From an optimization exercise on the open Yosys and OpenROAD flow, aimed at small area, a short achievable clock period and few clock cycles; shortcuts taken in it are not production practice.
Power is estimated from default activity; no workload was simulated.

==> trial 51: inputs <==
Design cpu_idle_power_mode_controller, start of the top module:
module cpu_idle_power_mode_controller (
  input  wire logic        clk,
  input  wire logic        rst,
  input  wire logic        req_valid,
  output logic             req_ready,
  input  wire logic [1:0]  req_cmd,
  input  wire logic [2:0]  req_cpu,
  input  wire logic [31:0] req_base_index,
  input  wire logic [15:0] req_sleep_length,
  input  wire logic        req_cancel,
  input  wire logic [1:0]  req_mode_type,
  input  wire logic        req_system_refused,
  output logic             rsp_valid,
  input  wire logic        rsp_ready,
  output logic [31:0]      rsp_result_index,
  output logic [3:0]       rsp_entered_modes,
  output logic [3:0]       rsp_exited_modes,
  output logic [7:0]       rsp_wake_cpus,
  output logic             rsp_core_off,
  output logic             rsp_core_on,
  output logic             rsp_cluster_off,
  output logic             rsp_cluster_on,
  output logic [1:0]       rsp_cluster_number,
  output logic             rsp_system_enter,
  output logic             rsp_system_exit,
  output logic             rsp_exit_cancelled,
  input  wire logic        cfg_valid,
  output logic             cfg_ready,
  input  wire logic [2:0]  cfg_index,
  input  wire logic [63:0] cfg_data
);
clock: 5.5 ns
lec_check: 0
cap_margin: 20
core_margin: 2
core_utilization: 65
cts_cluster_diameter: 80
cts_cluster_size: 25
setup_slack_margin: 3.0
slew_margin: 20
standard.sh (not shown) runs the stock make flow with config.mk's settings and CLKGATE_MAP_FILE= SYNTH_SCRIPT=/design/flow/synth_recipe.tcl, a recipe that flattens the netlist after the stock synthesis.
==> flow/flow/run.sh <==
#!/bin/bash
# Layout flow: the standard flow, with the port buffers of buffer_ports made from
# sky130_fd_sc_hd__buf_1 instead of the cell buffer_ports picks by itself. The synthesis is the
# standard one, unchanged. Each step's full output goes to a log of its own in this folder.
set -euo pipefail
bash standard.sh synth > synth.log 2>&1
export BUFFER_PORTS_ARGS="-buffer_cell sky130_fd_sc_hd__buf_1"
bash standard.sh floorplan > floorplan.log 2>&1
bash standard.sh place > place.log 2>&1
bash standard.sh cts > cts.log 2>&1
bash standard.sh route > route.log 2>&1
bash standard.sh finish > finish.log 2>&1
==> trial 75: changes against trial 51 <==
--- a/flow/design.v
+++ b/flow/design.v
@@ -69,26 +69,10 @@
         eq[i] = eq[i + w] & eq[i];
       end
     end
     ge16 = gt[0] | eq[0];
   endfunction
-  function automatic logic [7:0] inc8(input logic [7:0] x);
-    logic carry;
-    carry = 1'b1;
-    for (int i = 0; i < 8; i++) begin
-      inc8[i] = x[i] ^ carry;
-      carry   = carry & x[i];
-    end
-  endfunction
-  function automatic logic [7:0] dec8(input logic [7:0] x);
-    logic borrow;
-    borrow = 1'b1;
-    for (int i = 0; i < 8; i++) begin
-      dec8[i] = x[i] ^ borrow;
-      borrow  = borrow & !x[i];
-    end
-  endfunction
 endpackage
 `default_nettype wire
 `default_nettype none
 module cipm_cfg_regs (
   input  wire logic        clk,
@@ -169,12 +153,12 @@
       need[m]     = regs.mode_siblings[8*m +: NC] & regs.online_mask[NC-1:0];
       kind_cl[m]  = (regs.mode_kind[2*m +: 2] == cipm_pkg::KIND_CLUSTER);
       kind_sys[m] = (regs.mode_kind[2*m +: 2] == cipm_pkg::KIND_SYSTEM);
       cnt_zero[m] = (mode_count[m] == 8'd0);
       cnt_full[m] = (mode_count[m] == cipm_pkg::COUNT_MAX);
-      cnt_inc[m]  = cipm_pkg::inc8(mode_count[m]);
-      cnt_dec[m]  = cipm_pkg::dec8(mode_count[m]);
+      cnt_inc[m]  = mode_count[m] + 8'd1;
+      cnt_dec[m]  = mode_count[m] - 8'd1;
       for (int c = 0; c < NC; c++) begin
         okc[m][c] = !need[m][c] || (cpu_down[c] && cpu_ge[c][m]);
       end
       for (int c = 0; c < NC; c++) begin
         ent_ok[m][c] = sib[m][c] && regs.mode_entry_allowed[8*m + c] && cnt_zero[m];
- SETUP_SLACK_MARGIN: 3.0 -> 2.9
==> summary.txt <==
Status
  • Outcome: no timing/DRC/antenna violations

Synthesis
  • Net Count, Synth: 1932

Cells and area
  • Inverters: 92
  • Clock buffer cells: 36

Critical path
  • Worst Setup Start Kind: input port

Global routing
  • Largest net degree at the start of global routing: 69

Power and ir drop
  • Comb pwr share: 0.134
(the above is from trial 75)
==> summary.txt <==
Status
  • Outcome: no timing/DRC/antenna violations

Cells and area
  • Clock buffer cells: 40

Global routing
  • Largest net degree at the start of global routing: 78

Synthesis
  • Net Count, Synth: 1873

Critical path
  • Worst Setup Start Kind: register

Placed design
  • Routability congestion estimate: approximately 1

Min path
  • Worst hold path class: register to register
(the above is from trial 51)
Function was not checked in any run of this note: the RTL went through the layout flow alone.

static timing again, ports no longer ideal:
How much do the figures lean on ideal ports? The routed layouts below were timed once more, with nothing changed but the port constraints. Step 1: set_driving_cell puts a clkbuf_16 on clk and a buf_2 on each other input, an assumption about the parent block. Step 2 adds t to the input delays and takes it off the output delays; t is the mean of the earliest and latest rising clock arrival at the registers after step 1. Input paths then give back, and output paths get back, about the clock's delay inside the block. Slacks: ideal ports / drivers / drivers and shift; pairs: ideal ports / drivers.
| run | shift t [ns] | slack for setup (ns) | worst hold slack (ns) | slew at the worst register clock pin (ns) | worst data-port slew with drivers (ns) |
|---|---|---|---|---|---|
| trial 51 | 0.629 | 2.430 / 2.371 / 2.080 | 0.514 / 0.514 / 0.514 | 0.10 / 0.10 | 0.23 |
| trial 75 | 0.653 | 2.262 / 2.237 / 1.584 | 0.524 / 0.524 / 0.524 | 0.10 / 0.10 | 0.16 |
After both steps setup and hold are still met in every run listed. The setup slack of trial 75, which loses most, moves by -0.025 ns with the drivers and by -0.678 ns with both steps.
